Background: an optimization exercise with open tools, aiming at small area. Do not read the settings as production practice. In this exercise RTL edits were held to simulation tests only and were not proved equivalent to the original. No activity file was given, so power comes from the tool's default toggle rates.

<file path="design/flow/run.sh">
#!/bin/bash
# synth_recipe.tcl (not shown) runs the flow's synth.tcl, then flattens the netlist and writes it again
# the make line also repeats each setting of config.mk as NAME=value (left out here)
make -C /OpenROAD-flow-scripts/flow DESIGN_CONFIG=/design/flow/config.mk WORK_HOME=/design/flow/orfs CLKGATE_MAP_FILE= SYNTH_SCRIPT=/design/flow/synth_recipe.tcl finish
</file>
<file path="design/flow/constraint.sdc">
create_clock -name core_clock -period 10.0 [get_ports {clk}]
set_input_delay 2.0000 -clock core_clock [delete_from_list [all_inputs] [get_ports {clk}]]
set_output_delay 2.0000 -clock core_clock [all_outputs]
set_load 0.01 [all_outputs]
</file>
<file path="design/flow/config.mk">
export PLATFORM = sky130hd
export DESIGN_NAME = dual_adc_moving_average_scaler_unit
export DESIGN_NICKNAME = dual_adc_moving_average_scaler_unit
export VERILOG_FILES = /design/flow/design.v
export SDC_FILE = /design/flow/constraint.sdc
export NUM_CORES = 4
export LEC_CHECK = 0
export CAP_MARGIN = 20
export CORE_MARGIN = 2
export CORE_UTILIZATION = 40
export SLEW_MARGIN = 20
</file>
<file path="design/flow/design.v">
`default_nettype none
package damsu_pkg;
	localparam int unsigned SAMPLE_BITS = 12;
	localparam int unsigned PADDR_W     = 4;
	localparam int unsigned PDATA_W     = 32;
	localparam int unsigned OUT_W       = 17;
	localparam int unsigned VREF_W  = 13;
	localparam int unsigned RATIO_W = 16;
	localparam int unsigned DROP_W  = 10;
	localparam int unsigned OFFS_W  = 10;
	localparam logic [VREF_W-1:0]  VREF_RST  = VREF_W'(3300);
	localparam logic [RATIO_W-1:0] RATIO_RST = RATIO_W'(26438);
	localparam logic [DROP_W-1:0]  DROP_RST  = DROP_W'(400);
	localparam logic [OFFS_W-1:0]  OFFS_RST  = OFFS_W'(500);
endpackage
`default_nettype wire
`default_nettype none
import damsu_pkg::*;
module damsu_regs (
	input  wire logic                clk,
	input  wire logic                arst_n,
	input  wire logic                psel,
	input  wire logic                penable,
	input  wire logic                pwrite,
	input  wire logic [PADDR_W-1:0]  paddr,
	input  wire logic [PDATA_W-1:0]  pwdata,
	output logic      [PDATA_W-1:0]  prdata,
	output logic                     pready,
	output logic      [VREF_W-1:0]   vref,
	output logic      [RATIO_W-1:0]  ratio,
	output logic      [DROP_W-1:0]   drop,
	output logic      [OFFS_W-1:0]   offs
);
	logic wen;
	assign wen    = psel & penable & pwrite;
	assign pready = 1'b1;
	always_ff @(posedge clk or negedge arst_n) begin
		if (!arst_n) begin
			vref  <= VREF_RST;
			ratio <= RATIO_RST;
			drop  <= DROP_RST;
			offs  <= OFFS_RST;
		end else if (wen) begin
			case (paddr[3:2])
				2'd0: vref  <= pwdata[VREF_W-1:0];
				2'd1: ratio <= pwdata[RATIO_W-1:0];
				2'd2: drop  <= pwdata[DROP_W-1:0];
				default: offs <= pwdata[OFFS_W-1:0];
			endcase
		end
	end
	always_comb begin
		case (paddr[3:2])
			2'd0: prdata = PDATA_W'(vref);
			2'd1: prdata = PDATA_W'(ratio);
			2'd2: prdata = PDATA_W'(drop);
			default: prdata = PDATA_W'(offs);
		endcase
	end
endmodule
`default_nettype wire
`default_nettype none
import damsu_pkg::*;
module damsu_window (
	input  wire logic                   clk,
	input  wire logic                   arst_n,
	input  wire logic                   accept,
	input  wire logic [SAMPLE_BITS-1:0] battery_sample,
	input  wire logic [SAMPLE_BITS-1:0] thermistor_sample,
	output logic                        at_slot,
	output logic                        head_ok,
	output logic [SAMPLE_BITS-1:0]      head_b,
	output logic [SAMPLE_BITS-1:0]      head_t,
	output logic                        full
);
	logic [2*SAMPLE_BITS-1:0] ring [10];
	logic [3:0]               phase;
	logic [3:0]               slot;
	assign at_slot = (phase == slot);
	assign head_ok = full | (phase < slot);
	assign head_b  = ring[0][2*SAMPLE_BITS-1:SAMPLE_BITS];
	assign head_t  = ring[0][SAMPLE_BITS-1:0];
	always_ff @(posedge clk) begin
		for (int i = 0; i < 9; i++) begin
			ring[i] <= ring[i+1];
		end
		ring[9] <= accept ? {battery_sample, thermistor_sample} : ring[0];
	end
	always_ff @(posedge clk or negedge arst_n) begin
		if (!arst_n) begin
			phase <= 4'd0;
			slot  <= 4'd0;
			full  <= 1'b0;
		end else begin
			phase <= (phase == 4'd9) ? 4'd0 : phase + 4'd1;
			if (accept) begin
				slot <= (slot == 4'd9) ? 4'd0 : slot + 4'd1;
				if (slot == 4'd9) begin
					full <= 1'b1;
				end
			end
		end
	end
endmodule
`default_nettype wire
`default_nettype none
import damsu_pkg::*;
module damsu_scale (
	input  wire logic                   clk,
	input  wire logic                   arst_n,
	input  wire logic                   start,
	input  wire logic                   head_ok,
	input  wire logic [SAMPLE_BITS-1:0] head_b,
	input  wire logic [SAMPLE_BITS-1:0] head_t,
	input  wire logic [VREF_W-1:0]      vref,
	input  wire logic [RATIO_W-1:0]     ratio,
	input  wire logic [DROP_W-1:0]      drop,
	input  wire logic [OFFS_W-1:0]      offs,
	output logic                        busy,
	output logic                        done,
	output logic [OUT_W-1:0]            batt,
	output logic [OUT_W-1:0]            temp
);
	localparam int SB0 = 1;     
	localparam int SR0 = 11;    
	localparam int MV0 = 40;    
	localparam int MR0 = 69;    
	localparam int DD0 = 98;    
	localparam int LB0 = 116;   
	localparam int AB  = 133;   
	localparam int ST0 = 134;   
	localparam int SR1 = 144;   
	localparam int MT0 = 173;   
	localparam int DT0 = 190;   
	localparam int LT0 = 208;   
	localparam int AW  = 225;   
	localparam int SO0 = 226;   
	localparam int FIN = 236;   
	logic [7:0]  t;
	logic [16:0] h;
	logic [28:0] l;
	logic [16:0] bq;
	logic in_sum, sum_first, sum_t, in_shr, in_mv, in_mr, in_dd, in_dt, in_shl;
	logic in_ab, in_aw, in_so, in_fin;
	logic mbit;
	logic [16:0] a;
	logic [16:0] op;
	logic        cin;
	logic [17:0] sum;
	logic        ge;
	logic [SAMPLE_BITS-1:0] word;
	always_comb begin
		in_sum    = (t >= SB0 && t < SR0) || (t >= ST0 && t < SR1);
		sum_first = (t == SB0) || (t == ST0);
		sum_t     = (t >= ST0);
		in_shr    = (t >= SR0 && t < MV0) || (t >= SR1 && t < MT0);
		in_mv     = (t >= MV0 && t < MR0) || (t >= MT0 && t < DT0);
		in_mr     = (t >= MR0 && t < DD0);
		in_dd     = (t >= DD0 && t < LB0);
		in_dt     = (t >= DT0 && t < LT0);
		in_shl    = (t >= LB0 && t < AB) || (t >= LT0 && t < AW);
		in_ab     = (t == AB);
		in_aw     = (t == AW);
		in_so     = (t >= SO0 && t < FIN);
		in_fin    = (t == FIN);
	end
	assign mbit = l[0];
	assign word = sum_t ? head_t : head_b;
	always_comb begin
		if (in_dd || in_dt || in_shl) begin
			a = {h[15:0], l[28]};
		end else if ((in_sum && sum_first) || (in_fin && !h[16])) begin
			a = '0;
		end else begin
			a = h;
		end
		op  = '0;
		cin = 1'b0;
		if (in_sum) begin
			op = head_ok ? {5'd0, word} : '0;
		end else if (in_mv) begin
			op = mbit ? {4'd0, vref} : '0;
		end else if (in_mr) begin
			op = mbit ? {1'b0, ratio} : '0;
		end else if (in_dd) begin
			op  = ~17'd40950;
			cin = 1'b1;
		end else if (in_dt) begin
			op  = ~17'd4095;
			cin = 1'b1;
		end else if (in_ab) begin
			op  = {7'd0, drop};
			cin = l[28];
		end else if (in_aw) begin
			op  = ~17'd50000;
			cin = l[28];
		end else if (in_so) begin
			op  = ~{7'd0, offs};
			cin = 1'b1;
		end else if (in_fin) begin
			op  = 17'd50000;
			cin = h[16];
		end
		sum = {1'b0, a} + {1'b0, op} + {17'd0, cin};
		ge  = sum[17];
	end
	always_ff @(posedge clk) begin
		if (in_shr || in_mv || in_mr) begin
			h <= sum[17:1];
		end else if (in_shl || ((in_dd || in_dt) && !ge)) begin
			h <= a;
		end else begin
			h <= sum[16:0];
		end
		if (in_dd || in_dt || in_shl) begin
			l[28:12] <= l[27:11];
			l[11]    <= ge;
		end else begin
			l[28:11] <= {sum[0], l[28:12]};
		end
		l[10:0] <= l[11:1];
		if (in_ab) begin
			bq <= sum[17] ? 17'h1ffff : sum[16:0];
		end
	end
	always_ff @(posedge clk or negedge arst_n) begin
		if (!arst_n) begin
			t    <= '0;
			busy <= 1'b0;
		end else begin
			if (start) begin
				t    <= 8'd1;
				busy <= 1'b1;
			end else if (in_fin) begin
				t    <= '0;
				busy <= 1'b0;
			end else if (busy) begin
				t <= t + 8'd1;
			end
		end
	end
	assign done = in_fin;
	assign batt = bq;
	assign temp = h;
endmodule
`default_nettype wire
`default_nettype none
import damsu_pkg::*;
module dual_adc_moving_average_scaler_unit (
	input  wire logic                   clk,
	input  wire logic                   arst_n,
	input  wire logic                   psel,
	input  wire logic                   penable,
	input  wire logic                   pwrite,
	input  wire logic [PADDR_W-1:0]     paddr,
	input  wire logic [PDATA_W-1:0]     pwdata,
	output logic      [PDATA_W-1:0]     prdata,
	output logic                        pready,
	input  wire logic                   in_valid,
	output logic                        in_ready,
	input  wire logic [SAMPLE_BITS-1:0] battery_sample,
	input  wire logic [SAMPLE_BITS-1:0] thermistor_sample,
	output logic                        out_valid,
	input  wire logic                   out_ready,
	output logic      [OUT_W-1:0]       battery_mv,
	output logic signed [OUT_W-1:0]     temperature_centi_c,
	output logic                        window_full
);
	logic [VREF_W-1:0]      vref;
	logic [RATIO_W-1:0]     ratio;
	logic [DROP_W-1:0]      drop;
	logic [OFFS_W-1:0]      offs;
	logic                   at_slot;
	logic                   head_ok;
	logic [SAMPLE_BITS-1:0] head_b;
	logic [SAMPLE_BITS-1:0] head_t;
	logic                   full;
	logic                   busy;
	logic                   done;
	logic                   accept;
	logic                   out_valid_q;
	logic [OUT_W-1:0]       batt;
	logic [OUT_W-1:0]       temp;
	assign in_ready = ~busy & ~out_valid_q & at_slot;
	assign accept   = in_valid & in_ready;
	damsu_regs u_regs (
		.clk     (clk),
		.arst_n  (arst_n),
		.psel    (psel),
		.penable (penable),
		.pwrite  (pwrite),
		.paddr   (paddr),
		.pwdata  (pwdata),
		.prdata  (prdata),
		.pready  (pready),
		.vref    (vref),
		.ratio   (ratio),
		.drop    (drop),
		.offs    (offs)
	);
	damsu_window u_window (
		.clk               (clk),
		.arst_n            (arst_n),
		.accept            (accept),
		.battery_sample    (battery_sample),
		.thermistor_sample (thermistor_sample),
		.at_slot           (at_slot),
		.head_ok           (head_ok),
		.head_b            (head_b),
		.head_t            (head_t),
		.full              (full)
	);
	damsu_scale u_scale (
		.clk     (clk),
		.arst_n  (arst_n),
		.start   (accept),
		.head_ok (head_ok),
		.head_b  (head_b),
		.head_t  (head_t),
		.vref    (vref),
		.ratio   (ratio),
		.drop    (drop),
		.offs    (offs),
		.busy    (busy),
		.done    (done),
		.batt    (batt),
		.temp    (temp)
	);
	always_ff @(posedge clk or negedge arst_n) begin
		if (!arst_n) begin
			out_valid_q <= 1'b0;
		end else if (done) begin
			out_valid_q <= 1'b1;
		end else if (out_ready) begin
			out_valid_q <= 1'b0;
		end
	end
	assign out_valid           = out_valid_q;
	assign battery_mv          = batt;
	assign temperature_centi_c = $signed(temp);
	assign window_full         = full;
endmodule
`default_nettype wire
</file>
==> results of run 1 <==
==> path summary, 6_finish.rpt <==
| check | slack (ns) | endpoint | cells past startpoint | start |
|---|---|---|---|---|
| max reg2reg | 4.11 | u_scale.bq[16] | 19 | u_scale.t[1] |
| min in group asynchronous | 1.69 | u_regs.vref[4] | 2 | arst_n |
| min | 0.32 | u_window.ring[3][3] | 0 | u_window.ring[4][3] |
| max in group asynchronous | 7.74 | u_regs.ratio[15] | 2 | arst_n |
| min reg2reg | 0.32 | u_window.ring[3][3] | 0 | u_window.ring[4][3] |
| max | 3.94 | prdata[7] | 3 | paddr[3] |
==> placed cells by master (no fill, tap or decap), drive strengths merged, types with 5 or more instances in the layout <==
cell type / n
conb: 17
a221oi: 10
a21o: 6
edfxtp: 17
and2: 8
o21a: 6
nor2: 50
dfrtp: 45
xnor2: 14
a2bb2oi: 5
o22ai: 5
o21ai: 58
inv: 27
clkdlybuf4s50: 100
a221o: 5
dfxtp: 286
or2: 5
xor2: 9
nand2b: 13
or3: 7
a31oi: 8
dfstp: 23
a211o: 5
nor2b: 10
nand2: 192
nor3: 9
clkinv: 10
o211ai: 7
nand4: 5
mux2i: 25
buf: 12
ha: 25
clkbuf: 51
mux2: 50
mux4: 10
a21oi: 34
and3: 8
nand3: 14
==> power groups by stage <==
stage	logic (mW)	clock network [mW]	registers (mW)
finish	0.151	1.41	1.59
global route	0.161	1.52	1.60
CTS	0.154	1.45	1.59
detailed placement	0.153	0	1.62
global placement	0.150	0	1.62
floorplan	0.0873	0	1.61
==> flip-flops by register name, summed over array words and instances (netlist names) <==
name            count
u_scale.t           8
u_scale.bq         17
u_scale.busy        1
u_scale.l          29
u_regs.drop        10
u_window.slot       4
out_valid_q         1
u_regs.vref        13
u_regs.ratio       16
u_window.ring     240
u_window.phase      4
u_scale.h          17
u_window.full       1
u_regs.offs        10
==> cell families after synthesis <==
| family | count (synthesis) | share of synthesized area |
|---|---|---|
| and+or+nand+nor | 332 | 0.1157 |
| AOI/OAI and AO/OA | 186 | 0.09906 |
| other | 2 | 0.0005887 |
| buffers and inverters | 93 | 0.03531 |
| DFF | 371 | 0.6245 |
| xor gates and xnor gates | 23 | 0.01579 |
| muxes | 85 | 0.08140 |
| adders and majority gates | 27 | 0.02766 |
==> per-layer routing <==
layer | routed length, µm | vias to the layer above | part of all wire | global-route usage
li1 | - | 4026 | - | -
met3 | 1558 | 54 | 0.057 | 0.03672
met1 | 12700 | 4016 | 0.47 | 0.2236
met2 | 12220 | 210 | 0.45 | 0.2593
met4 | 797 | 4 | 0.029 | 0.06097
met5 | 25 | - | 0.00092 | 0
==> metrics by stage <==
step | cells | worst slack, ns | instance area (µm²)
finish | 1651 | 3.938 | 15340
global route | 1649 | 3.767 | 15330
CTS | 1648 | 3.936 | 15330
detailed placement | 1581 | 3.943 | 14060
global placement | 1581 | 3.929 | 14060
floorplan | 1134 | 4.581 | 12810
==> worst max-delay path, delay by kind of cell <==
kind,cells,cell delay [ns]
buffers and inverters,2,1.57
multiplexers,1,0.49
==> layout make-up <==
type,count,area share
inverter,26,0.006362
sequential,371,0.5193
tap,402,0.03279
clock inverter,16,0.01395
multi-input combinational,670,0.2870
clock buffer,51,0.06909
antenna,3,0.0004894
timing repair buffer,112,0.07096
==> impl_results.rst, run 1 <==
.. list-table::
   :header-rows: 1

   * - Metric
     - Value
   * - Layout cell share with drive strength beyond 1
     - 0.1348
   * - Top cells by count, synth
     - sky130_fd_sc_hd__dfxtp_1, sky130_fd_sc_hd__nand2_1, sky130_fd_sc_hd__mux2_2
   * - Vias in the first global route
     - around 8000
   * - Violation count after the first detailed-route iteration
     - 478
   * - Clock skew
     - between 0.01 and 0.015 ns
   * - Buffers inserted during post-CTS setup optimization
     - 0
   * - Synthesis-to-finish area growth
     - 20.24%
   * - RSZ-0062 raised after global routing
     - no
   * - Internal Dissipation
     - about 2.5 mW
   * - Post-cts gate resize count
     - 0
   * - DRT Wirelength
     - around 27000 µm
   * - Share of the clock period used by the worst path after layout
     - 0.6062
   * - Final hold slack
     - 0.3177 ns
   * - Final hold vios
     - 0
   * - # hold bufs at CTS
     - 0
   * - Status
     - no timing/DRC/antenna violations
   * - Logic gate share of total power
     - 0.048
   * - Number of nets in the final layout
     - 1312
   * - DIE HEIGHT
     - around 180 µm
   * - Gp weighted congestion
     - about 0.87
   * - Final-layout setup total negative slack
     - 0 ns
   * - Classification of the worst-slack hold path
     - flop to flop
   * - Clock transition time at the flip-flop clock pins of the worst setup and hold paths
     - 0.06 ns
   * - Filler Cell Count
     - between 2000 and 3000
   * - Worst-margin pin slew
     - about 1.0 ns
   * - Per-cell via count in the routed design
     - about 5
   * - Critical Path Source Type
     - input pin
   * - Via count of the routed design
     - around 8300
   * - Maximum single-stage delay on the critical path
     - 1.06 ns
   * - Maximum vdd drop
     - roughly 200 µV
   * - Number of warning messages in the yosys log
     - 5
   * - Reported leakage power
     - about 6.4 nW
   * - Htree depth
     - 2
   * - Cell taking the most area after synthesis
     - sky130_fd_sc_hd__dfxtp_1
   * - Clock tree sinks
     - between 300 and 400
   * - Number of top-level pins
     - approximately 140
   * - Area used by multi-input combinational logic
     - ~0.0044 mm²
   * - Floorplan die width
     - about 180 µm
   * - Max Cap Violations
     - 0
   * - Total core area
     - around 0.031 mm²
   * - Drc violations
     - 0
   * - Reg power frac
     - 0.504
   * - Fraction of post-synthesis cell area in the top cell type by area
     - 0.4488
   * - Detailed Routing Iterations Pass 1
     - 5
   * - Number of flops mapped to enable cells by yosys
     - 17
   * - Peak Freq
     - roughly 160 MHz
   * - Most area-consuming cells after synthesis
     - sky130_fd_sc_hd__dfxtp_1, sky130_fd_sc_hd__dfrtp_1, sky130_fd_sc_hd__nand2_1
   * - Power Dens Cells
     - about 210 mW/mm²
   * - Count of buffers inserted at the top-level ports
     - slightly above 100
   * - Sequential cell area
     - ~0.0080 mm²
   * - Mean routed wirelength per cell
     - 16.54 µm
   * - Number of synthesized register bits
     - between 300 and 400
   * - Crit-path max FO
     - 17
   * - Number of standard-cell rows in the floorplan
     - 65
   * - Final Slew Violations
     - 0
   * - Cells along the critical path
     - clkdlybuf4s50_1 -> mux4_2 -> clkdlybuf4s50_1
   * - Effective utilization at floorplan
     - 0.4053
   * - Total Die Area
     - roughly 0.033 mm²
   * - Global-route wire length before repair
     - roughly 43000 µm
   * - Number of CTS-inserted buffers
     - 37
   * - Type of element capturing the critical path
     - output port
   * - Slowest cell on the critical path
     - sky130_fd_sc_hd__clkdlybuf4s50_1
   * - DP Wirelength
     - ~19000 µm
   * - CP most frequent cell
     - sky130_fd_sc_hd__clkdlybuf4s50_1
   * - Antenna Nets Post-Route
     - 0
   * - Data required, critical path
     - 8.00 ns
   * - Kind of critical path
     - input pin to output port
   * - Number of buffers on the longest clock path
     - 3
   * - Switching Power
     - 0.6551 mW
   * - Root Driver
     - sky130_fd_sc_hd__clkbuf_16
   * - Worst-Skew Late Latency
     - around 0.53 ns
   * - Remaining Overflow, GRT
     - 0
   * - Antenna violations before repair
     - 5
   * - Proportion of synthesized flip-flops having asynchronous set or reset
     - 0.1833
   * - Clock group share of total power
     - 0.448
   * - Normalized max-slew margin
     - 0.3332
   * - Netlist area before placement
     - approximately 0.013 mm²
   * - Largest net degree at the start of global routing
     - 69
   * - Post-layout power
     - 3.157 mW
   * - Mean post-synth cell area
     - roughly 11 µm²
   * - Most numerous cell in the Yosys netlist
     - sky130_fd_sc_hd__dfxtp_1
   * - Total track usage
     - 0.1650
   * - Core utilization of the finished layout
     - 0.4874
   * - Number of distinct library cell variants in the gate-level netlist after synthesis
     - 76
   * - Synth Instances
     - 1119
   * - Register area share after synthesis
     - 0.6245
   * - Clock tree from TritonCTS
     - done
   * - Clock period minus final worst setup slack
     - 6.062 ns
   * - Sw frac
     - 0.2075
   * - Final setup violating endpoints
     - 0
   * - Arrival time worst endpoint
     - between 4 and 5 ns
   * - Predominant post-synthesis flop cell
     - sky130_fd_sc_hd__dfxtp_1
==> run 2, diff against run 1 <==
--- a/design/flow/design.v
+++ b/design/flow/design.v
@@ -137,5 +137,7 @@
 	localparam int SO0 = 226;   
 	localparam int FIN = 236;   
-	logic [7:0]  t;
+	logic [3:0]  ph;
+	logic [4:0]  cnt;
+	logic        act;
 	logic [16:0] h;
 	logic [28:0] l;
@@ -150,18 +152,36 @@
 	logic        ge;
 	logic [SAMPLE_BITS-1:0] word;
+	logic [4:0] len;
 	always_comb begin
-		in_sum    = (t >= SB0 && t < SR0) || (t >= ST0 && t < SR1);
-		sum_first = (t == SB0) || (t == ST0);
-		sum_t     = (t >= ST0);
-		in_shr    = (t >= SR0 && t < MV0) || (t >= SR1 && t < MT0);
-		in_mv     = (t >= MV0 && t < MR0) || (t >= MT0 && t < DT0);
-		in_mr     = (t >= MR0 && t < DD0);
-		in_dd     = (t >= DD0 && t < LB0);
-		in_dt     = (t >= DT0 && t < LT0);
-		in_shl    = (t >= LB0 && t < AB) || (t >= LT0 && t < AW);
-		in_ab     = (t == AB);
-		in_aw     = (t == AW);
-		in_so     = (t >= SO0 && t < FIN);
-		in_fin    = (t == FIN);
+		in_sum    = (ph == 1) || (ph == 8);
+		sum_first = in_sum && cnt == 9;
+		sum_t     = ph[3];
+		in_shr    = (ph == 2) || (ph == 9);
+		in_mv     = (ph == 3) || (ph == 10);
+		in_mr     = (ph == 4);
+		in_dd     = (ph == 5);
+		in_dt     = (ph == 11);
+		in_shl    = (ph == 6) || (ph == 12);
+		in_ab     = (ph == 7);
+		in_aw     = (ph == 13);
+		in_so     = (ph == 14);
+		in_fin    = (ph == 15);
+		case (ph)
+			0: len = 9;    
+			1: len = 28;   
+			2: len = 28;
+			3: len = 28;
+			4: len = 17;   
+			5: len = 16;   
+			6: len = 0;    
+			7: len = 9;    
+			8: len = 28;
+			9: len = 16;   
+			10: len = 17;  
+			11: len = 16;  
+			12: len = 0;   
+			13: len = 9;   
+			default: len = 0;
+		endcase
 	end
 	assign mbit = l[0];
@@ -184,9 +204,9 @@
 			op = mbit ? {1'b0, ratio} : '0;
 		end else if (in_dd) begin
-			op  = ~17'd40950;
-			cin = 1'b1;
+			op  = h[16] ? 17'd40950 : ~17'd40950;
+			cin = ~h[16];
 		end else if (in_dt) begin
-			op  = ~17'd4095;
-			cin = 1'b1;
+			op  = h[16] ? 17'd4095 : ~17'd4095;
+			cin = ~h[16];
 		end else if (in_ab) begin
 			op  = {7'd0, drop};
@@ -203,11 +223,9 @@
 		end
 		sum = {1'b0, a} + {1'b0, op} + {17'd0, cin};
-		ge  = sum[17];
+		ge  = ~sum[16];
 	end
 	always_ff @(posedge clk) begin
 		if (in_shr || in_mv || in_mr) begin
 			h <= sum[17:1];
-		end else if (in_shl || ((in_dd || in_dt) && !ge)) begin
-			h <= a;
 		end else begin
 			h <= sum[16:0];
@@ -226,19 +244,17 @@
 	always_ff @(posedge clk or negedge arst_n) begin
 		if (!arst_n) begin
-			t    <= '0;
-			busy <= 1'b0;
+			ph  <= '0;
+			cnt <= '0;
 		end else begin
-			if (start) begin
-				t    <= 8'd1;
-				busy <= 1'b1;
-			end else if (in_fin) begin
-				t    <= '0;
-				busy <= 1'b0;
-			end else if (busy) begin
-				t <= t + 8'd1;
+			if (start || (ph != 0 && cnt == 0)) begin
+				ph  <= ph + 4'd1;
+				cnt <= len;
+			end else if (ph != 0) begin
+				cnt <= cnt - 5'd1;
 			end
 		end
 	end
 	assign done = in_fin;
+	assign busy = (ph != 0);
 	assign batt = bq;
 	assign temp = h;
--- a/design/flow/config.mk
+++ b/design/flow/config.mk
@@ -9,3 +9,4 @@
 export CORE_MARGIN = 2
 export CORE_UTILIZATION = 40
+export CTS_BUF_LIST = sky130_fd_sc_hd__clkbuf_4
 export SLEW_MARGIN = 20
==> run 2 against run 1 <==
  * Still clean
  * Core utilization increased by 0.37 points
  * Maximum frequency decreased by 2.6%
  * Area after synthesis decreased by 1.2%
  * Clock skew increased by 0.023 ns
  * Clock power decreased by 11%
==> impl_results.rst, run 2 <==
.. list-table::
   :header-rows: 1

   * - Metric
     - Value
   * - Data required, critical path
     - 8.00 ns (about the same)
   * - Classification of the worst-slack hold path
     - flop to flop
   * - Netlist area before placement
     - 0.01260 mm² (-1.2%)
   * - Final hold slack
     - 0.3043 ns (-0.01336 ns)
   * - Violation count after the first detailed-route iteration
     - 324 (-32%)
   * - Final setup violating endpoints
     - 0 (unchanged)
   * - Clock transition time at the flip-flop clock pins of the worst setup and hold paths
     - 0.06 ns (about the same)
   * - Number of distinct library cell variants in the gate-level netlist after synthesis
     - 74 (-2.6%)
   * - Detailed Routing Iterations Pass 1
     - 7 (+2)
   * - Clock skew
     - 0.03639 ns (+0.02270 ns)
   * - RSZ-0062 raised after global routing
     - no
   * - Most numerous cell in the Yosys netlist
     - sky130_fd_sc_hd__dfxtp_1
   * - Total core area
     - 0.03083 mm² (-2.0%)
   * - Antenna violations before repair
     - 1 (-4)
   * - Arrival time worst endpoint
     - 4.22 ns (+0.16 ns)
   * - # hold bufs at CTS
     - 0 (unchanged)
   * - Placed instance count
     - 1448 (-8.4%)
   * - Power Dens Cells
     - 198.2 mW/mm² (-3.7%)
   * - Predominant post-synthesis flop cell
     - sky130_fd_sc_hd__dfxtp_1
   * - Status
     - no timing/DRC/antenna violations
   * - Number of synthesized register bits
     - 371 (unchanged)
   * - Total track usage
     - 0.1646 (-0.0004136)
   * - Sequential cell area
     - 0.007968 mm² (about the same)
   * - Effective utilization at floorplan
     - 0.4088 (+0.003520)
   * - Number of flops mapped to enable cells by yosys
     - 17 (unchanged)
   * - Drc violations
     - 0 (unchanged)
   * - End point of the most critical hold path
     - u_window.ring[3][10]
   * - Per-cell via count in the routed design
     - 4.919 (-2.3%)
   * - Largest net degree at the start of global routing
     - 69 (unchanged)
   * - Type of element capturing the critical path
     - output port
   * - Number of buffers on the longest clock path
     - 3 (unchanged)
   * - Htree depth
     - 3 (+1)
   * - Most area-consuming cells after synthesis
     - sky130_fd_sc_hd__dfxtp_1, sky130_fd_sc_hd__dfrtp_1, sky130_fd_sc_hd__mux2_2
   * - Count of buffers inserted at the top-level ports
     - 101 (unchanged)
   * - Vias in the first global route
     - 7983 (-0.60%)
   * - R2R Path End
     - u_scale.bq[0]
   * - Worst-margin pin slew
     - 0.9809 ns (-0.01699 ns)
   * - Leading cell type in the layout, fill and taps excluded
     - sky130_fd_sc_hd__dfxtp_1
   * - Total Die Area
     - 0.03295 mm² (-1.2%)
   * - Flip-flop count of the largest register after layout
     - 240 (unchanged)
   * - Fraction of post-synthesis cell area in the top cell type by area
     - 0.4542 (+0.005435)
   * - DP Wirelength
     - 18010 µm (-5.5%)
   * - Critical Path Source Type
     - input pin
   * - Filler Cell Count
     - 2791 (-2.1%)
   * - Final hold vios
     - 0 (unchanged)
   * - Clock tree from TritonCTS
     - done
   * - Slack of the worst reg-to-reg path
     - 5.03 ns (+0.92 ns)
   * - Crit-path max FO
     - 17 (unchanged)
   * - Final-layout setup total negative slack
     - 0 ns (unchanged)
   * - Number of standard-cell rows in the floorplan
     - 64 (-1.5%)
   * - Root Driver
     - sky130_fd_sc_hd__clkbuf_4
   * - Number of CTS-inserted buffers
     - 91 (+150%)
   * - Maximum vdd drop
     - 117.6 µV (-41%)
   * - Normalized max-slew margin
     - 0.3422 (+0.008994)
   * - Post-cts gate resize count
     - 0 (unchanged)
   * - Clock period minus final worst setup slack
     - 6.224 ns (+0.1624 ns)
   * - Share of the clock period used by the worst path after layout
     - 0.6224 (+0.01624)
   * - DIE HEIGHT
     - 181.5 µm (-0.59%)
   * - Top cells by count, synth
     - sky130_fd_sc_hd__dfxtp_1, sky130_fd_sc_hd__mux2_2, sky130_fd_sc_hd__nand2_1
   * - Peak Freq
     - 160.7 MHz (-2.6%)
   * - Antenna Nets Post-Route
     - 0 (unchanged)
   * - Kind of critical path
     - input pin to output port
   * - Clock tree sinks
     - 371 (unchanged)
   * - Synth Instances
     - 986 (-12%)
   * - Number of top-level pins
     - 137 (unchanged)
   * - Cell taking the most area after synthesis
     - sky130_fd_sc_hd__dfxtp_1
   * - Largest reg by FF count
     - u_window.ring
   * - Floorplan die width
     - 181.5 µm (-0.59%)
   * - Final Slew Violations
     - 0 (unchanged)
   * - Registers with the most flip-flops
     - u_window.ring (240), u_scale.l (29)
   * - Proportion of synthesized flip-flops having asynchronous set or reset
     - 0.1833 (unchanged)
   * - Max Cap Violations
     - 0 (unchanged)
   * - Buffers inserted during post-CTS setup optimization
     - 0 (unchanged)
   * - Remaining Overflow, GRT
     - 0 (unchanged)
   * - DRT Wirelength
     - 26900 µm (-1.5%)
   * - Gp weighted congestion
     - 0.8317 (-4.2%)
   * - Via count of the routed design
     - 7934 (-4.5%)
   * - Register area share after synthesis
     - 0.6320 (+0.007562)
   * - Global-route wire length before repair
     - 42320 µm (-1.8%)
   * - Number of warning messages in the yosys log
     - 5 (unchanged)
   * - Layout cell share with drive strength beyond 1
     - 0.2525 (+0.1176)
   * - Worst-Skew Late Latency
     - 0.72 ns (+0.19 ns)
   * - Reported leakage power
     - 6.442 nW (+1.2%)
   * - Mean post-synth cell area
     - 12.78 µm² (+12%)
   * - Worst R2R Start
     - u_scale.ph[1]
   * - Fin cells
     - 1613 (-2.3%)
   * - Post-layout power
     - 3.000 mW (-5.0%)
   * - Commonest cells after routing, fill and taps aside
     - sky130_fd_sc_hd__dfxtp_1, sky130_fd_sc_hd__clkbuf_4, sky130_fd_sc_hd__clkdlybuf4s50_1
   * - Synthesis-to-finish area growth
     - 20.12%
   * - Cell depth of the worst hold path
     - 0 (unchanged)
   * - Area used by multi-input combinational logic
     - 0.004295 mm² (-2.4%)
   * - Number of nets in the final layout
     - 1241 (-5.4%)
   * - Mean routed wirelength per cell
     - 16.67 µm (+0.81%)
   * - Hold Path Origin
     - u_window.ring[4][10]
   * - Worst-case reg-to-reg path depth
     - 15 (-4)
-- run 2: changes by cell type after synthesis, sizes merged, moves of 7 or more --
cell | before | now
mux2 | 50 | 92
a221oi | 10 | 3
o21ai | 58 | 31
clkbuf | 31 | 14
a22oi | 0 | 7
nand2 | 192 | 58
nor2 | 50 | 28
buf | 36 | 47
a22o | 1 | 20
mux2i | 25 | 33
a21oi | 34 | 48
-- run 2: worst max path at each step --
stage | endpoint | startpoint | cells past startpoint
2_1_floorplan | prdata[4] | paddr[3] | 3
3_3_place_gp | prdata[5] | paddr[3] | 3
3_5_place_dp | prdata[2] | paddr[3] | 3
4_1_cts | prdata[2] | paddr[3] | 3
5_1_grt | prdata[2] | paddr[3] | 3
6_report | prdata[5] | paddr[3] | 3
-- run 2: kinds of logic after synthesis --
| logic type | count (synthesis) | share of synthesized area |
|---|---|---|
| simple gates | 176 | 0.07346 |
| buf+inv | 82 | 0.03266 |
| flops | 371 | 0.6320 |
| other cells | 2 | 0.0005958 |
| xor+xnor | 18 | 0.01251 |
| mux | 135 | 0.1263 |
| fa+ha+maj | 29 | 0.02998 |
| compound gates | 173 | 0.09252 |
-- run 2: where the power goes --
part           internal (mW)  total (mW)  switching, mW
clock                  0.654        1.25          0.598
sequential              1.55        1.59         0.0394
combinational         0.0992       0.156         0.0563
total                   2.31        3.00          0.694
-- run 2: stage by stage --
step / worst slack [ns] / cell area, µm² / utilization
2_1_floorplan: 4.787 / 12660 / -
3_3_place_gp: 3.712 / 13910 / 0.4511
3_5_place_dp: 3.717 / 13920 / 0.4515
4_1_cts: 3.719 / 15130 / 0.4907
5_1_grt: 3.622 / 15140 / 0.4911
6_report: 3.776 / 15140 / 0.4911
-- run 2: critical path: stages --
cell and delay [ns]:
sky130_fd_sc_hd__clkdlybuf4s50_1 1.08, sky130_fd_sc_hd__mux4_2 0.63, sky130_fd_sc_hd__clkdlybuf4s50_1 0.50
-- run 2: routing by layer --
| layer | up-vias | wire length, µm | GRT usage |
|---|---|---|---|
| met5 | - | 0 | 0 |
| met4 | 0 | 639 | 0.06309 |
| met3 | 54 | 1244 | 0.04091 |
| met2 | 208 | 12590 | 0.2638 |
| met1 | 3816 | 12420 | 0.2151 |
| li1 | 3856 | - | - |
-- run 2: cell type report --
type,count,share of cell area
clock inverters,30,0.01339
flip-flops and latches,371,0.5262
well taps,396,0.03272
repair buffers,112,0.07214
clock buffers,134,0.06644
multi-input cells,548,0.2837
inverters,21,0.005206
diodes,1,0.0001653
==> run 3, diff against run 2 <==
--- a/design/flow/config.mk
+++ b/design/flow/config.mk
@@ -8,5 +8,6 @@
 export CAP_MARGIN = 20
 export CORE_MARGIN = 2
-export CORE_UTILIZATION = 40
-export CTS_BUF_LIST = sky130_fd_sc_hd__clkbuf_4
+export CORE_UTILIZATION = 65
+export CTS_BUF_LIST = sky130_fd_sc_hd__clkbuf_4 sky130_fd_sc_hd__clkbuf_8
+export CTS_CLUSTER_SIZE = 30
 export SLEW_MARGIN = 20
==> run 3 against run 2 <==
  * Critical path depth increased by 1
  * Critical endpoint is now prdata[13]
  * First-iteration DRC count increased by 44%
  * Final cell count decreased by 13%
  * Largest cell class unchanged
  * Maximum frequency decreased by 0.94%
  * Die area decreased by 38%
  * Sequential share of layout area increased by 0.74 points
==> impl_results.rst, run 3 <==
.. list-table::
   :header-rows: 1

   * - Metric
     - Value
   * - Status
     - no timing/DRC/antenna violations
   * - Slack of the worst reg-to-reg path
     - 4.90 ns (-0.13 ns)
   * - Number of synthesized register bits
     - 371 (unchanged)
   * - Number of nets in the final layout
     - 1202 (-3.1%)
   * - Slowest cell on the critical path
     - sky130_fd_sc_hd__clkdlybuf4s50_1
   * - Total track usage
     - 0.2606 (+0.09601)
   * - Placed instance count
     - 1310 (-9.5%)
   * - Share of the clock period used by the worst path after layout
     - 0.6283 (+0.005903)
   * - Leading cell type in the layout, fill and taps excluded
     - sky130_fd_sc_hd__dfxtp_1
   * - Worst R2R Start
     - u_scale.ph[3]
   * - Number of standard-cell rows in the floorplan
     - 50 (-22%)
   * - Delay-heaviest family, CP
     - buffers and inverters
   * - Post-cts gate resize count
     - 0 (unchanged)
   * - Worst-margin pin slew
     - 1.009 ns (+0.02774 ns)
   * - Design area
     - 0.01493 mm² (-1.4%)
   * - Total cell area at the placement stage
     - 0.01374 mm² (-1.3%)
   * - Drc violations
     - 0 (unchanged)
   * - End point of the most critical hold path
     - u_window.ring[3][0]
   * - Top cells by count, synth
     - sky130_fd_sc_hd__dfxtp_1, sky130_fd_sc_hd__mux2_2, sky130_fd_sc_hd__nand2_1
   * - Largest net degree at the start of global routing
     - 69 (unchanged)
   * - Fraction of post-synthesis cell area in the top cell type by area
     - 0.4542 (unchanged)
   * - Arrival time worst endpoint
     - 4.28 ns (+0.06 ns)
   * - Worst-case reg-to-reg path depth
     - 14 (-1)
   * - Antenna Nets Post-Route
     - 0 (unchanged)
   * - Count of buffer and inverter cells on the critical path
     - 2 (unchanged)
   * - Per-cell via count in the routed design
     - 5.545 (+13%)
   * - Antenna violations before repair
     - 0 (-1)
   * - Clock period minus final worst setup slack
     - 6.283 ns (+0.05903 ns)
   * - Kind of critical path
     - input pin to output port
   * - Number of buffers on the longest clock path
     - 3 (unchanged)
   * - Beginning of the critical path
     - paddr[3]
   * - Number of top-level pins
     - 137 (unchanged)
   * - DP Wirelength
     - 17140 µm (-4.8%)
   * - Area used by multi-input combinational logic
     - 0.004305 mm² (+0.23%)
   * - Clock tree sinks
     - 371 (unchanged)
   * - Largest reg by FF count
     - u_window.ring
   * - Cell depth of the worst hold path
     - 0 (unchanged)
   * - Number of CTS-inserted buffers
     - 54 (-41%)
   * - Final-layout setup total negative slack
     - 0 ns (unchanged)
   * - Buffers inserted during post-CTS setup optimization
     - 0 (unchanged)
   * - Type of element capturing the critical path
     - output port
   * - Most area-consuming cells after synthesis
     - sky130_fd_sc_hd__dfxtp_1, sky130_fd_sc_hd__dfrtp_1, sky130_fd_sc_hd__mux2_2
   * - Registers with the most flip-flops
     - u_window.ring (240), u_scale.l (29)
   * - Violation count after the first detailed-route iteration
     - 467 (+44%)
   * - DRT Wirelength
     - 26020 µm (-3.3%)
   * - Minimum setup slack in the final design
     - 3.717 ns (-0.05903 ns)
   * - Register area share after synthesis
     - 0.6320 (unchanged)
   * - Synth Instances
     - 986 (unchanged)
   * - Proportion of synthesized flip-flops having asynchronous set or reset
     - 0.1833 (unchanged)
   * - Data required, critical path
     - 8.00 ns (about the same)
   * - Effective utilization at floorplan
     - 0.6672 (+0.2583)
   * - Fin cells
     - 1408 (-13%)
   * - Remaining Overflow, GRT
     - 0 (unchanged)
   * - Final hold vios
     - 0 (unchanged)
   * - Max Cap Violations
     - 0 (unchanged)
   * - Via count of the routed design
     - 7808 (-1.6%)
   * - R2R Path End
     - u_scale.bq[14]
   * - Commonest cells after routing, fill and taps aside
     - sky130_fd_sc_hd__dfxtp_1, sky130_fd_sc_hd__clkdlybuf4s50_1, sky130_fd_sc_hd__mux2_2
   * - Count of buffers inserted at the top-level ports
     - 101 (unchanged)
   * - Layout cell share with drive strength beyond 1
     - 0.2256 (-0.02686)
   * - Global-route wire length before repair
     - 40950 µm (-3.2%)
   * - Mean routed wirelength per cell
     - 18.48 µm (+11%)
   * - Reported leakage power
     - 6.364 nW (-1.2%)
   * - Filler Cell Count
     - 1173 (-58%)
   * - Number of warning messages in the yosys log
     - 5 (unchanged)
   * - Final Slew Violations
     - 0 (unchanged)
   * - Netlist area before placement
     - 0.01260 mm² (unchanged)
   * - Gp weighted congestion
     - 0.8727 (+4.9%)
   * - Htree depth
     - 2 (-1)
   * - Floorplan die width
     - 143.3 µm (-21%)
   * - Cells along the critical path
     - clkdlybuf4s50_1 -> nor2b_1 -> and2_1 -> clkdlybuf4s50_1
   * - Number of cells on the critical path
     - 4 (+1)
   * - Worst-Skew Late Latency
     - 0.57 ns (-0.15 ns)
   * - Post-layout power
     - 3.019 mW (+0.61%)
   * - Cell taking the most area after synthesis
     - sky130_fd_sc_hd__dfxtp_1
   * - Total core area
     - 0.01889 mm² (-39%)
   * - Flip-flop count of the largest register after layout
     - 240 (unchanged)
   * - Mean post-synth cell area
     - 12.78 µm² (unchanged)
   * - Maximum vdd drop
     - 188.2 µV (+60%)
   * - Predominant post-synthesis flop cell
     - sky130_fd_sc_hd__dfxtp_1
   * - Clock skew
     - 0.01580 ns (-0.02060 ns)
   * - Root Driver
     - sky130_fd_sc_hd__clkbuf_8
   * - Vias in the first global route
     - 7887 (-1.2%)
   * - Sequential cell area
     - 0.007968 mm² (unchanged)
   * - Clock tree from TritonCTS
     - done
   * - Final setup violating endpoints
     - 0 (unchanged)
   * - Post-placement worst setup slack
     - 3.698 ns (-0.01873 ns)
   * - Critical Path Source Type
     - input pin
   * - Synthesis-to-finish area growth
     - 18.46%
   * - Number of flops mapped to enable cells by yosys
     - 17 (unchanged)
   * - Power Dens Cells
     - 202.2 mW/mm² (+2.0%)
   * - Hold Path Origin
     - u_window.ring[4][0]
   * - Antenna Cells
     - 0 (-1)
   * - Most numerous cell in the Yosys netlist
     - sky130_fd_sc_hd__dfxtp_1
   * - Normalized max-slew margin
     - 0.3235 (-0.01860)
   * - Number of distinct library cell variants in the gate-level netlist after synthesis
     - 74 (unchanged)
   * - Peak Freq
     - 159.2 MHz (-0.94%)
   * - Total Die Area
     - 0.02052 mm² (-38%)
   * - RSZ-0062 raised after global routing
     - no
   * - DIE HEIGHT
     - 143.3 µm (-21%)
   * - Clock transition time at the flip-flop clock pins of the worst setup and hold paths
     - 0.07 ns (about the same)
   * - Maximum single-stage delay on the critical path
     - 0.92 ns (-0.16 ns)
   * - CP most frequent cell
     - sky130_fd_sc_hd__clkdlybuf4s50_1
   * - # hold bufs at CTS
     - 0 (unchanged)
   * - Detailed Routing Iterations Pass 1
     - 5 (-2)
   * - Crit-path max FO
     - 17 (unchanged)
   * - Classification of the worst-slack hold path
     - flop to flop
==> run 3: worst max path at each step <==
stage               slack (ns)          to
global route              3.54  prdata[13]
floorplan                 4.79   prdata[4]
finish                    3.72  prdata[13]
global placement          3.69   prdata[3]
CTS                       3.67  prdata[13]
detailed placement        3.70   prdata[3]
==> run 3: report_power, final <==
part           switching [mW]  internal (mW)  total [mW]  leakage (nW)
logic                  0.0573         0.0994       0.157          2.52
registers              0.0378           1.55        1.59          3.21
clock network           0.548          0.722        1.27         0.638
total                   0.643           2.38        3.02          6.36
==> run 3: worst register-to-register path, cell delays in order, from the launching register on <==
cell and delay [ns]:
sky130_fd_sc_hd__dfrtp_2 0.59, sky130_fd_sc_hd__buf_4 0.47, sky130_fd_sc_hd__nand2_1 0.20, sky130_fd_sc_hd__a21oi_2 0.63
sky130_fd_sc_hd__o21ai_0 0.25, sky130_fd_sc_hd__buf_4 0.26, sky130_fd_sc_hd__o221a_2 0.33, sky130_fd_sc_hd__fa_1 0.47
sky130_fd_sc_hd__fa_1 0.41, sky130_fd_sc_hd__nand2b_1 0.19, sky130_fd_sc_hd__a21oi_2 0.19, sky130_fd_sc_hd__o21ai_2 0.11
sky130_fd_sc_hd__and4b_1 0.20, sky130_fd_sc_hd__or4_4 0.55, sky130_fd_sc_hd__nand2_1 0.08
==> run 3: layer usage <==
metal,global-route usage,part of all wire,wire length [µm]
met1,0.3406,0.44,11390
met2,0.4256,0.48,12420
met3,0.06036,0.058,1511
met4,0.09959,0.027,700
met5,0,0,0
==> run 3: cells by family (layout without fill, tap and decap cells) <==
group	Yosys count	after routing	synth area share
compound gates	173	173	0.09252
xor+xnor	18	18	0.01251
fa+ha+maj	29	29	0.02998
buf+inv	82	229	0.03266
flops	371	371	0.6320
mux	135	135	0.1263
other cells	2	17	0.0005958
simple gates	176	176	0.07346
==> run 3: layout make-up <==
cell class / count / area share
multi-input combinational: 548 / 0.2883
timing repair buffer: 110 / 0.07190
tap: 260 / 0.02179
sequential: 371 / 0.5336
clock inverter: 15 / 0.008882
inverter: 21 / 0.005279
clock buffer: 83 / 0.07022
==> run 3: stage by stage <==
stage	utilization	hold WS [ns]
floorplan	-	0.3096
global placement	0.7270	0.3100
detailed placement	0.7270	0.3121
CTS	0.7895	0.3165
global route	0.7903	0.3253
finish	0.7903	0.3125
==> run 4, diff against run 3 <==
==> design/flow/flow/run.sh (new file) <==
#!/bin/bash
# Standard layout, with plain buf_1 port buffers and a clock tree without
# dummy loads. Every tool's output goes to a log file in this folder.
set -euo pipefail
export BUFFER_PORTS_ARGS="-buffer_cell sky130_fd_sc_hd__buf_1"
export CTS_ARGS="-sink_clustering_enable -repair_clock_nets -dont_use_dummy_load -sink_clustering_size 20 -sink_clustering_max_diameter 80 -buf_list sky130_fd_sc_hd__clkbuf_8"
bash standard.sh > standard.log 2>&1
==> design/flow/standard.sh (new file) <==
#!/bin/bash
# synth_recipe.tcl (not shown) runs the flow's synth.tcl, then flattens the netlist and writes it again
# the make line also repeats each setting of config.mk as NAME=value (left out here)
make -C /OpenROAD-flow-scripts/flow DESIGN_CONFIG=/design/flow/config.mk WORK_HOME=/design/flow/orfs CLKGATE_MAP_FILE= SYNTH_SCRIPT=/design/flow/synth_recipe.tcl "${@:-finish}"
--- a/design/flow/config.mk
+++ b/design/flow/config.mk
@@ -8,6 +8,4 @@
 export CAP_MARGIN = 20
 export CORE_MARGIN = 2
-export CORE_UTILIZATION = 65
-export CTS_BUF_LIST = sky130_fd_sc_hd__clkbuf_4 sky130_fd_sc_hd__clkbuf_8
-export CTS_CLUSTER_SIZE = 30
+export CORE_UTILIZATION = 40
 export SLEW_MARGIN = 20
removed: design/flow/run.sh
==> run 4 against run 3 <==
  * Maximum frequency rose by 13%
  * Largest cell class unchanged
  * Wire length decreased by 0.80%
  * Final area fell by 8.8%
  * Clock-buffer cell count shrank 60
==> impl_results.rst, run 4 <==
.. list-table::
   :header-rows: 1

   * - Metric
     - Value
   * - Critical Path Source Type
     - input pin
   * - Total Die Area
     - 0.03295 mm² (+61%)
   * - Design area
     - 0.01361 mm² (-8.8%)
   * - GR peak layer
     - met2
   * - Share of the clock period used by the worst path after layout
     - 0.5577 (-0.07057)
   * - DP Wirelength
     - 17840 µm (+4.1%)
   * - Placed instance count
     - 1448 (+11%)
   * - Synthesis-to-finish area growth
     - 7.991%
   * - Final Slew Violations
     - 0 (unchanged)
   * - Via count of the routed design
     - 7380 (-5.5%)
   * - Number of distinct library cell variants in the gate-level netlist after synthesis
     - 74 (unchanged)
   * - Vias in the first global route
     - 7295 (-7.5%)
   * - Predominant post-synthesis flop cell
     - sky130_fd_sc_hd__dfxtp_1
   * - Peak Freq
     - 179.3 MHz (+13%)
   * - Number of CTS-inserted buffers
     - 23 (-57%)
   * - Arrival time worst endpoint
     - 3.58 ns (-0.70 ns)
   * - Gp weighted congestion
     - 0.8172 (-6.4%)
   * - Proportion of synthesized flip-flops having asynchronous set or reset
     - 0.1833 (unchanged)
   * - Mean post-synth cell area
     - 12.78 µm² (unchanged)
   * - Floorplan die width
     - 181.5 µm (+27%)
   * - Most area-consuming cells after synthesis
     - sky130_fd_sc_hd__dfxtp_1, sky130_fd_sc_hd__dfrtp_1, sky130_fd_sc_hd__mux2_2
   * - Commonest cells after routing, fill and taps aside
     - sky130_fd_sc_hd__dfxtp_1, sky130_fd_sc_hd__buf_1, sky130_fd_sc_hd__mux2_2
   * - Most numerous cell in the Yosys netlist
     - sky130_fd_sc_hd__dfxtp_1
   * - Count of buffers inserted at the top-level ports
     - 101 (unchanged)
   * - Antenna Cells
     - 0 (unchanged)
   * - Normalized max-slew margin
     - 0.2605 (-0.06301)
   * - Clock period minus final worst setup slack
     - 5.577 ns (-0.7057 ns)
   * - Total track usage
     - 0.1559 (-0.1047)
   * - Number of nets in the final layout
     - 1173 (-2.4%)
   * - Detailed Routing Iterations Pass 1
     - 4 (-1)
   * - Drc violations
     - 0 (unchanged)
   * - DIE HEIGHT
     - 181.5 µm (+27%)
   * - Final hold vios
     - 0 (unchanged)
   * - Register area share after synthesis
     - 0.6320 (unchanged)
   * - Cell taking the most area after synthesis
     - sky130_fd_sc_hd__dfxtp_1
   * - Met2 track utilization from global routing
     - 0.2532 (-0.1724)
   * - Layout cell share with drive strength beyond 1
     - 0.1712 (-0.05445)
   * - DRT Wirelength
     - 25810 µm (-0.80%)
   * - Number of top-level pins
     - 137 (unchanged)
   * - Global-route wire length before repair
     - 40580 µm (-0.91%)
   * - Antenna violations before repair
     - 0 (unchanged)
   * - Data required, critical path
     - 8.00 ns (about the same)
   * - Fin cells
     - 1471 (+4.5%)
   * - Root Driver
     - sky130_fd_sc_hd__clkbuf_8
   * - Htree depth
     - 1 (-1)
   * - Effective utilization at floorplan
     - 0.4088 (-0.2583)
   * - Clock tree from TritonCTS
     - done
   * - Number of flops mapped to enable cells by yosys
     - 17 (unchanged)
   * - Clock transition time at the flip-flop clock pins of the worst setup and hold paths
     - 0.11 ns (+0.04 ns)
   * - Met3 track demand over resource
     - 0.02367 (-0.03670)
   * - Per-cell via count in the routed design
     - 5.017 (-9.5%)
   * - Worst-margin pin slew
     - 1.109 ns (+0.1006 ns)
   * - Largest net degree at the start of global routing
     - 69 (unchanged)
   * - Maximum vdd drop
     - 109.5 µV (-42%)
   * - Flip-flop count of the largest register after layout
     - 240 (unchanged)
   * - # hold bufs at CTS
     - 0 (unchanged)
   * - Clock tree sinks
     - 371 (unchanged)
   * - Total core area
     - 0.03083 mm² (+63%)
   * - Buffers inserted during post-CTS setup optimization
     - 0 (unchanged)
   * - Registers with the most flip-flops
     - u_window.ring (240), u_scale.l (29)
   * - Reported leakage power
     - 5.629 nW (-12%)
   * - Remaining Overflow, GRT
     - 0 (unchanged)
   * - Final-layout setup total negative slack
     - 0 ns (unchanged)
   * - Clock skew
     - 0.08970 ns (+0.07391 ns)
   * - Largest reg by FF count
     - u_window.ring
   * - Fraction of post-synthesis cell area in the top cell type by area
     - 0.4542 (unchanged)
   * - Total cell area at the placement stage
     - 0.01329 mm² (-3.2%)
   * - Number of synthesized register bits
     - 371 (unchanged)
   * - Power Dens Cells
     - 172.2 mW/mm² (-15%)
   * - Number of standard-cell rows in the floorplan
     - 64 (+28%)
   * - Max Cap Violations
     - 0 (unchanged)
   * - Number of buffers on the longest clock path
     - 3 (unchanged)
   * - Crit-path max FO
     - 17 (unchanged)
   * - Final setup violating endpoints
     - 0 (unchanged)
   * - Worst-Skew Late Latency
     - 0.60 ns (+0.03 ns)
   * - Violation count after the first detailed-route iteration
     - 391 (-16%)
   * - Kind of critical path
     - input pin to output port
   * - Type of element capturing the critical path
     - output port
   * - Mean routed wirelength per cell
     - 17.55 µm (-5.0%)
   * - RSZ-0062 raised after global routing
     - no
   * - Synth Instances
     - 986 (unchanged)
   * - GR Layer Usage met1
     - 0.2122 (-0.1283)
   * - Leading cell type in the layout, fill and taps excluded
     - sky130_fd_sc_hd__dfxtp_1
   * - Netlist area before placement
     - 0.01260 mm² (unchanged)
   * - Post-cts gate resize count
     - 0 (unchanged)
   * - Slack of the worst reg-to-reg path
     - 4.85 ns (-0.05 ns)
   * - Top cells by count, synth
     - sky130_fd_sc_hd__dfxtp_1, sky130_fd_sc_hd__mux2_2, sky130_fd_sc_hd__nand2_1
   * - Antenna Nets Post-Route
     - 0 (unchanged)
   * - Status
     - no timing/DRC/antenna violations
   * - Number of warning messages in the yosys log
     - 5 (unchanged)
   * - Classification of the worst-slack hold path
     - flop to flop
## run 4: cell counts after synthesis
No cell type changed its count.
## run 4: path summary, 6_finish.rpt
| kind | start | end | cells after the start |
|---|---|---|---|
| max reg2reg | u_scale.ph[0] | u_scale.bq[0] | 16 |
| min | u_window.ring[3][0] | u_window.ring[2][0] | 0 |
| min reg2reg | u_window.ring[3][0] | u_window.ring[2][0] | 0 |
| min in group asynchronous | arst_n | u_regs.ratio[4] | 2 |
| max | paddr[2] | prdata[1] | 3 |
| max in group asynchronous | arst_n | u_scale.ph[3] | 2 |
## run 4: power breakdown
group	internal (mW)	total [mW]	switching (mW)
clock	0.208	0.626	0.419
sequential	1.55	1.59	0.0377
combinational	0.0700	0.127	0.0569
## run 4: cell type report
type,count,area (µm²)
Timing Repair Buffer,112,462.9
Multi-Input combinational cell,548,4290
Sequential cell,371,7968
Fill cell,2866,17220
Inverter,21,78.83
Tap cell,396,495.5
Clock buffer,23,316.6
## run 4: per-layer routing
metal  wire length [µm]  share of wire
met5                  0              0
met4                955          0.037
met3               1021          0.040
met2              11690           0.45
met1              12150           0.47
## run 4: worst max-delay path: stages
cell,delay (ns)
sky130_fd_sc_hd__buf_1,0.80
sky130_fd_sc_hd__mux4_2,0.63
sky130_fd_sc_hd__buf_1,0.15
## run 4: cell families after synthesis
family / after synthesis / synth area share
XOR/XNOR: 18 / 0.01251
adder cells (fa/ha/maj): 29 / 0.02998
other: 2 / 0.0005958
multiplexers: 135 / 0.1263
AO/OA/AOI/OAI: 173 / 0.09252
AND/OR/NAND/NOR: 176 / 0.07346
buffers and inverters: 82 / 0.03266
flip-flops: 371 / 0.6320
## run 4: stage by stage
step | hold slack, ns | power [mW] | utilization | setup slack [ns]
2_1_floorplan | 0.3096 | 1.702 | - | 4.787
3_3_place_gp | 0.3097 | 1.747 | 0.4311 | 4.447
3_5_place_dp | 0.3121 | 1.752 | 0.4311 | 4.402
4_1_cts | 0.2855 | 2.376 | 0.4414 | 4.397
5_1_grt | 0.2921 | 2.446 | 0.4415 | 4.385
6_report | 0.2929 | 2.344 | 0.4415 | 4.423
==> run 5, diff against run 4 <==
==> design/flow/flow/run.sh (replaced) <==
#!/bin/bash
# Standard layout, with plain buf_1 port buffers and a clock tree without
# dummy loads. Every tool's output goes to a log file in this folder.
set -euo pipefail
export BUFFER_PORTS_ARGS="-buffer_cell sky130_fd_sc_hd__buf_1"
export CTS_ARGS="-sink_clustering_enable -repair_clock_nets -dont_use_dummy_load -sink_clustering_size 30 -sink_clustering_max_diameter 100 -buf_list sky130_fd_sc_hd__clkbuf_16"
bash standard.sh > standard.log 2>&1
==> run 5 against run 4 <==
  * First-iteration DRC count shrank 2.3%
  * Area after synthesis is the same
  * Clock skew fell by 0.019 ns
  * Clock-buffer cell count is 6 lower
  * Total power grew 4.7%
  * Clock power is 17% higher
  * Maximum frequency about the same
==> impl_results.rst, run 5 <==
.. list-table::
   :header-rows: 1

   * - Metric
     - Value
   * - Clock tree sinks
     - 371 (unchanged)
   * - Clock period minus final worst setup slack
     - 5.581 ns (+0.003380 ns)
   * - Top cells by count, synth
     - sky130_fd_sc_hd__dfxtp_1, sky130_fd_sc_hd__mux2_2, sky130_fd_sc_hd__nand2_1
   * - Predominant post-synthesis flop cell
     - sky130_fd_sc_hd__dfxtp_1
   * - Commonest cells after routing, fill and taps aside
     - sky130_fd_sc_hd__dfxtp_1, sky130_fd_sc_hd__buf_1, sky130_fd_sc_hd__mux2_2
   * - Number of warning messages in the yosys log
     - 5 (unchanged)
   * - Via count of the routed design
     - 7315 (-0.88%)
   * - Placed instance count
     - 1448 (unchanged)
   * - Data required, critical path
     - 8.00 ns (about the same)
   * - Reported leakage power
     - 5.673 nW (+0.78%)
   * - Htree depth
     - 1 (unchanged)
   * - Final Slew Violations
     - 0 (unchanged)
   * - Cell taking the most area after synthesis
     - sky130_fd_sc_hd__dfxtp_1
   * - Number of distinct library cell variants in the gate-level netlist after synthesis
     - 74 (unchanged)
   * - Most area-consuming cells after synthesis
     - sky130_fd_sc_hd__dfxtp_1, sky130_fd_sc_hd__dfrtp_1, sky130_fd_sc_hd__mux2_2
   * - Highest metal layer used by the detailed router
     - met4
   * - Antenna Nets Post-Route
     - 0 (unchanged)
   * - Number of flops mapped to enable cells by yosys
     - 17 (unchanged)
   * - Proportion of synthesized flip-flops having asynchronous set or reset
     - 0.1833 (unchanged)
   * - Kind of critical path
     - input pin to output port
   * - Design area
     - 0.01372 mm² (+0.80%)
   * - CP most frequent cell
     - sky130_fd_sc_hd__buf_1
   * - Synthesis-to-finish area growth
     - 8.855%
   * - RSZ-0062 raised after global routing
     - no
   * - Remaining Overflow, GRT
     - 0 (unchanged)
   * - Detailed Routing Iterations Pass 1
     - 4 (unchanged)
   * - Maximum vdd drop
     - 151.1 µV (+38%)
   * - Total Die Area
     - 0.03295 mm² (unchanged)
   * - Classification of the worst-slack hold path
     - flop to flop
   * - Fraction of post-synthesis cell area in the top cell type by area
     - 0.4542 (unchanged)
   * - Slowest cell on the critical path
     - sky130_fd_sc_hd__buf_1
   * - Total core area
     - 0.03083 mm² (unchanged)
   * - Mean post-synth cell area
     - 12.78 µm² (unchanged)
   * - Total cell area at the placement stage
     - 0.01329 mm² (unchanged)
   * - Root Driver
     - sky130_fd_sc_hd__clkbuf_16
   * - Antenna Cells
     - 0 (unchanged)
   * - Violation count after the first detailed-route iteration
     - 382 (-2.3%)
   * - Met3 WL
     - 1078 µm (+5.6%)
   * - Clock transition time at the flip-flop clock pins of the worst setup and hold paths
     - 0.11 ns (about the same)
   * - DP Wirelength
     - 17840 µm (unchanged)
   * - DRT Wirelength
     - 25830 µm (about the same)
   * - Routed wl met2
     - 11740 µm (+0.44%)
   * - Normalized max-slew margin
     - 0.2590 (-0.001557)
   * - Vias in the first global route
     - 7254 (-0.56%)
   * - Beginning of the critical path
     - paddr[2]
   * - # hold bufs at CTS
     - 0 (unchanged)
   * - Antenna violations before repair
     - 0 (unchanged)
   * - Fin cells
     - 1465 (-0.41%)
   * - Arrival time worst endpoint
     - 3.58 ns (about the same)
   * - Gp weighted congestion
     - 0.8172 (unchanged)
   * - Number of CTS-inserted buffers
     - 17 (-26%)
   * - Peak Freq
     - 179.2 MHz (about the same)
   * - Cell depth of the worst hold path
     - 0 (unchanged)
   * - Number of buffers on the longest clock path
     - 3 (unchanged)
   * - Final setup violating endpoints
     - 0 (unchanged)
   * - Largest net degree at the start of global routing
     - 69 (unchanged)
   * - Count of buffers inserted at the top-level ports
     - 101 (unchanged)
   * - Largest reg by FF count
     - u_window.ring
   * - Power Dens Cells
     - 178.8 mW/mm² (+3.8%)
   * - Critical Path Source Type
     - input pin
   * - Crit-path max FO
     - 17 (unchanged)
   * - Registers with the most flip-flops
     - u_window.ring (240), u_scale.l (29)
   * - Post-cts gate resize count
     - 0 (unchanged)
   * - Register area share after synthesis
     - 0.6320 (unchanged)
   * - Leading cell type in the layout, fill and taps excluded
     - sky130_fd_sc_hd__dfxtp_1
   * - Floorplan die width
     - 181.5 µm (unchanged)
   * - Clock skew
     - 0.07110 ns (-0.01860 ns)
   * - Final hold vios
     - 0 (unchanged)
   * - Global-route wire length before repair
     - 40440 µm (-0.34%)
   * - Number of synthesized register bits
     - 371 (unchanged)
   * - Worst-Skew Late Latency
     - 0.53 ns (-0.07 ns)
   * - Number of standard-cell rows in the floorplan
     - 64 (unchanged)
   * - Number of top-level pins
     - 137 (unchanged)
   * - Hold Path Origin
     - u_window.ring[1][19]
   * - Cells along the critical path
     - buf_1 -> mux4_2 -> buf_1
   * - DIE HEIGHT
     - 181.5 µm (unchanged)
   * - Layout cell share with drive strength beyond 1
     - 0.1665 (-0.004652)
   * - Mean routed wirelength per cell
     - 17.63 µm (+0.46%)
   * - Final hold slack
     - 0.3231 ns (+0.03012 ns)
   * - Total track usage
     - 0.1552 (-0.0007518)
   * - Worst-case reg-to-reg path depth
     - 16 (unchanged)
   * - Clock tree from TritonCTS
     - done
   * - Effective utilization at floorplan
     - 0.4088 (unchanged)
   * - Drc violations
     - 0 (unchanged)
   * - Type of element capturing the critical path
     - output port
   * - Per-cell via count in the routed design
     - 4.993 (-0.47%)
   * - Maximum single-stage delay on the critical path
     - 0.80 ns (about the same)
   * - Worst-margin pin slew
     - 1.110 ns (+0.001141 ns)
   * - Max Cap Violations
     - 0 (unchanged)
   * - Number of nets in the final layout
     - 1167 (-0.51%)
   * - Flip-flop count of the largest register after layout
     - 240 (unchanged)
   * - Buffers inserted during post-CTS setup optimization
     - 0 (unchanged)
   * - Share of the clock period used by the worst path after layout
     - 0.5581 (about the same)
   * - Most numerous cell in the Yosys netlist
     - sky130_fd_sc_hd__dfxtp_1
   * - Synth Instances
     - 986 (unchanged)
   * - Sum of routed wire segments on met1
     - 12210 µm (+0.52%)
   * - Final-layout setup total negative slack
     - 0 ns (unchanged)
   * - Netlist area before placement
     - 0.01260 mm² (unchanged)
   * - Status
     - no timing/DRC/antenna violations
   * - Worst R2R Start
     - u_scale.ph[0]
   * - Core utilization of the finished layout
     - 0.4450 (+0.003531)
## run 5: cell count changes in the layout (fill, tap and decap cells not counted), sizes merged
cell and change:
clkbuf -6
## run 5: worst max-delay path, delay by kind of cell
family	cells	cell delay (ns)
buffers and inverters	2	0.95
multiplexers	1	0.63
## run 5: worst paths after layout
| path | slack, ns | endpoint |
|---|---|---|
| worst max-delay path | 4.42 | prdata[1] |
| worst min-delay path | 0.32 | u_window.ring[0][19] |
| worst max register to register | 4.84 | u_scale.bq[0] |
| worst min register to register | 0.32 | u_window.ring[0][19] |
| max in group asynchronous | 7.69 | u_scale.ph[3] |
| min in group asynchronous | 1.67 | u_regs.drop[5] |
## run 5: layer usage
layer  up-vias  global-route usage
met5         -                   0
met4         0             0.04846
met3        34             0.02567
met2       156              0.2520
met1      3532              0.2127
li1       3593                   -
## run 5: final cells by class
type / count / area (µm²)
sequential: 371 / 7968
clock buffer: 17 / 425.4
timing repair buffer: 112 / 462.9
inverter: 21 / 78.83
multi-input combinational: 548 / 4290
fill: 2866 / 17110
tap: 396 / 495.5
## run 5: power breakdown
group	total [mW]	internal [mW]	leakage, nW	switching (mW)
combinational	0.127	0.0700	2.25	0.0572
clock	0.735	0.307	0.209	0.428
sequential	1.59	1.55	3.21	0.0377
total	2.45	1.93	5.67	0.523
## run 5: metrics by stage
| stage | setup slack (ns) | total power, mW |
|---|---|---|
| global placement | 4.447 | 1.747 |
| CTS | 4.397 | 2.480 |
| global route | 4.385 | 2.551 |
| detailed placement | 4.402 | 1.752 |
| floorplan | 4.787 | 1.702 |
| finish | 4.419 | 2.453 |
## run 5: logic make-up (layout without fill, tap and decap cells)
logic type      Yosys count  count (layout)  share of synthesized area
mux                     135             135                     0.1263
simple gates            176             176                    0.07346
other cells               2              17                  0.0005958
compound gates          173             173                    0.09252
flops                   371             371                     0.6320
fa+ha+maj                29              29                    0.02998
buf+inv                  82             150                    0.03266
xor+xnor                 18              18                    0.01251

separate check: timing with driven ports:
The flow's constraints put no driver on any port. The routed layouts listed below were extracted and timed again, unchanged, in two steps.
Step 1: set_driving_cell puts a clkbuf_16 on clk and a buf_2 on each other input, an assumption about the parent block.
Step 2 also shifts input and output timing later by t, the mid clock arrival at the registers, as if the neighbouring blocks saw the same clock.
a / b / c = ideal / step 1 / step 2; a / b = the first two.
| run | t (ns) | setup WS [ns] | worst slew at a driven data input, ns |
|---|---|---|---|
| run 1 | 0.566 | 3.938 / 3.868 / 3.868 | 0.07 |
| run 2 | 0.744 | 3.776 / 3.752 / 3.752 | 0.05 |
| run 3 | 0.606 | 3.717 / 3.695 / 3.695 | 0.04 |
| run 4 | 0.596 | 4.423 / 4.394 / 4.394 | 0.06 |
| run 5 | 0.541 | 4.419 / 4.391 / 4.391 | 0.06 |
After both steps setup and hold are still met in every run listed. The setup slack of run 1, which loses most, moves by -0.070 ns with the drivers and by -0.070 ns with both steps.
